Background: an optimization exercise with open tools, aiming at small area, a short achievable clock period and few clock cycles. Do not read the settings as production practice.
The RTL was checked by simulation tests, not by an equivalence proof against the original design.
Power is estimated from default activity; no workload was simulated.

// text_buffer_with_cursor
module text_buffer_with_cursor (
    input  logic           clk,
    input  logic           rst_n,
    input  logic           in_valid,
    output logic           in_ready,
    input  logic [17:0]    in_data,
    output logic           out_valid,
    input  logic           out_ready,
    output logic [31:0]    out_data
);
    tbc_pkg::in_t  in_rec;
    tbc_pkg::out_t out_rec;
    assign in_rec   = in_data;
    assign out_data = out_rec;
    logic         req_valid;
    logic         req_pop;
    tbc_pkg::in_t req;
    tbc_front u_front (
        .clk       (clk),
        .rst_n     (rst_n),
        .in_valid  (in_valid),
        .in_ready  (in_ready),
        .in_data   (in_rec),
        .req_valid (req_valid),
        .req_pop   (req_pop),
        .req       (req)
    );
    tbc_back u_back (
        .clk       (clk),
        .rst_n     (rst_n),
        .req_valid (req_valid),
        .req_pop   (req_pop),
        .req       (req),
        .out_valid (out_valid),
        .out_ready (out_ready),
        .out_data  (out_rec)
    );
endmodule
clock: 6.0 ns
lec_check: 0
cap_margin: 20
core_margin: 2
core_utilization: 40
setup_slack_margin: 3.3
slew_margin: 20
tns_end_percent: 10
run.sh (not shown) runs the stock make flow with config.mk's settings and CLKGATE_MAP_FILE= SYNTH_SCRIPT=/design/flow/synth_recipe.tcl, a recipe that flattens the netlist after the stock synthesis.
The first run went through all stages and came out clean.
Testbench counts at the start, summed over its fixed seeds: cycles 29,142.
Edit:
--- a/flow/design.v
+++ b/flow/design.v
@@ -139,25 +139,24 @@
     logic [6:0] pos_reg, hole_reg;
     logic       hole_any_reg;    
     logic       away_reg;
     logic       strm_reg;
     logic [5:0] rd_ptr_reg;
     logic [6:0] rem_reg;
     logic       out_valid_reg;
     logic [7:0] char_reg;
     logic       char_valid_reg;
     logic [6:0] done_reg;
     logic       err_reg;
     logic       last_reg;
-    logic [6:0] cur_out_reg, len_out_reg;
     logic       rd_strm_reg;
     logic [6:0] cur_next, len_next, rgt_next, pos_next, hole_next;
     logic       away_next;
     logic       strm_next;
     logic [5:0] rd_ptr_next;
     logic [6:0] rem_next;
     logic [7:0] char_next;
     logic       char_valid_next;
     logic [6:0] done_next;
     logic       err_next;
     logic       last_next;
     logic       out_load;
@@ -276,28 +275,28 @@
                     begin
                         cur_next  = cur_p1;
                         len_next  = len_p1;
                         done_next = 7'd1;
                         hole_next = (hole_any && !hole_one) ? hole_m2 : '0;
                     end
                 end
                 tbc_pkg::OP_DELETE:
                 begin
                     cur_next  = kc ? cur_mk[6:0] : 7'd0;
                     len_next  = kc ? len_mk : rgt_reg;
                     done_next = d_left;
-                if (rgt_reg != '0)
-                    hole_next = kc ? hole_pk : hole_pc;
-                else
-                    hole_next = '0;
+                    if (rgt_reg != '0)
+                        hole_next = kc ? hole_pk : hole_pc;
+                    else
+                        hole_next = '0;
                 end
                 tbc_pkg::OP_MOVE_LEFT:
                 begin
                     cur_next  = kc ? cur_mk[6:0] : 7'd0;
                     rgt_next  = kc ? rgt_pk : len_reg;
                     done_next = d_left;
                 end
                 tbc_pkg::OP_MOVE_RIGHT:
                 begin
                     cur_next  = kr ? cur_pk : len_reg;
                     rgt_next  = kr ? rgt_mk[6:0] : 7'd0;
                     done_next = d_right;
@@ -361,41 +360,39 @@
             pos_reg       <= pos_next;
             hole_reg      <= hole_next;
             hole_any_reg  <= hole_any_next;
             away_reg      <= away_next;
             strm_reg      <= strm_next;
             out_valid_reg <= out_load || (out_valid_reg && !out_ready);
         end
     end
     always_ff @(posedge clk)
     begin
         rem_reg     <= rem_next;
         rd_strm_reg <= strm_next;
-        cur_out_reg <= cur_next;
-        len_out_reg <= len_next;
         rd_ptr_reg <= rd_ptr_next;
         if (out_load)
         begin
             char_reg       <= char_next;
             char_valid_reg <= char_valid_next;
             done_reg       <= done_next;
             err_reg        <= err_next;
             last_reg       <= last_next;
         end
     end
     assign out_valid            = out_valid_reg;
     assign out_data.char_out    = char_reg;
     assign out_data.char_valid  = char_valid_reg;
-    assign out_data.cursor_pos  = cur_out_reg;
-    assign out_data.text_length = len_out_reg;
+    assign out_data.cursor_pos  = cur_reg;
+    assign out_data.text_length = len_reg;
     assign out_data.done_count  = done_reg;
     assign out_data.full_error  = err_reg;
     assign out_data.last        = last_reg;
 endmodule
 module text_buffer_with_cursor (
     input  logic           clk,
     input  logic           rst_n,
     input  logic           in_valid,
     output logic           in_ready,
     input  logic [17:0]    in_data,
     output logic           out_valid,
     input  logic           out_ready,
- The new run completed with no timing, DRC or antenna violations
- wire length came out higher by a few percent
- power came out lower by a few percent
- design area came out higher slightly
- hold slack hardly moves
- utilization is about the same
- die area came out higher slightly
- global-route usage came out higher by 1.1 points
- via count came out lower slightly
- cell count came out lower slightly
- critical path depth came out lower by 1
- synthesized cell count came out lower by a few percent
- area after synthesis came out higher slightly
- combinational power came out lower by roughly a tenth
Testbench counts after the change, summed over its fixed seeds: cycles 29,142.

==> what the ideal ports hide <==
The results above use ideal ports. As a check the final layouts listed here were re-extracted and re-timed, cells and wires unchanged. Step 1: set_driving_cell puts a clkbuf_16 on clk and a buf_2 on each other input, an assumption about the parent block. Step 2 also shifts input and output timing later by t, the mid clock arrival at the registers, as if the neighbouring blocks saw the same clock. a / b / c = ideal / step 1 / step 2; a / b = the first two.
| run | t, ns | slack for setup (ns) | worst setup path after step 2 | worst slew at a driven data input, ns |
|---|---|---|---|---|
| the first run | 0.688 | 2.665 / 2.665 / 2.081 | input to register | 0.04 |
| the second run | 0.694 | 2.568 / 2.568 / 2.047 | input to register | 0.05 |
After both steps every run listed still meets setup and hold. The setup slack of the first run, which loses most, moves by 0.000 ns with the drivers and by -0.584 ns with both steps.
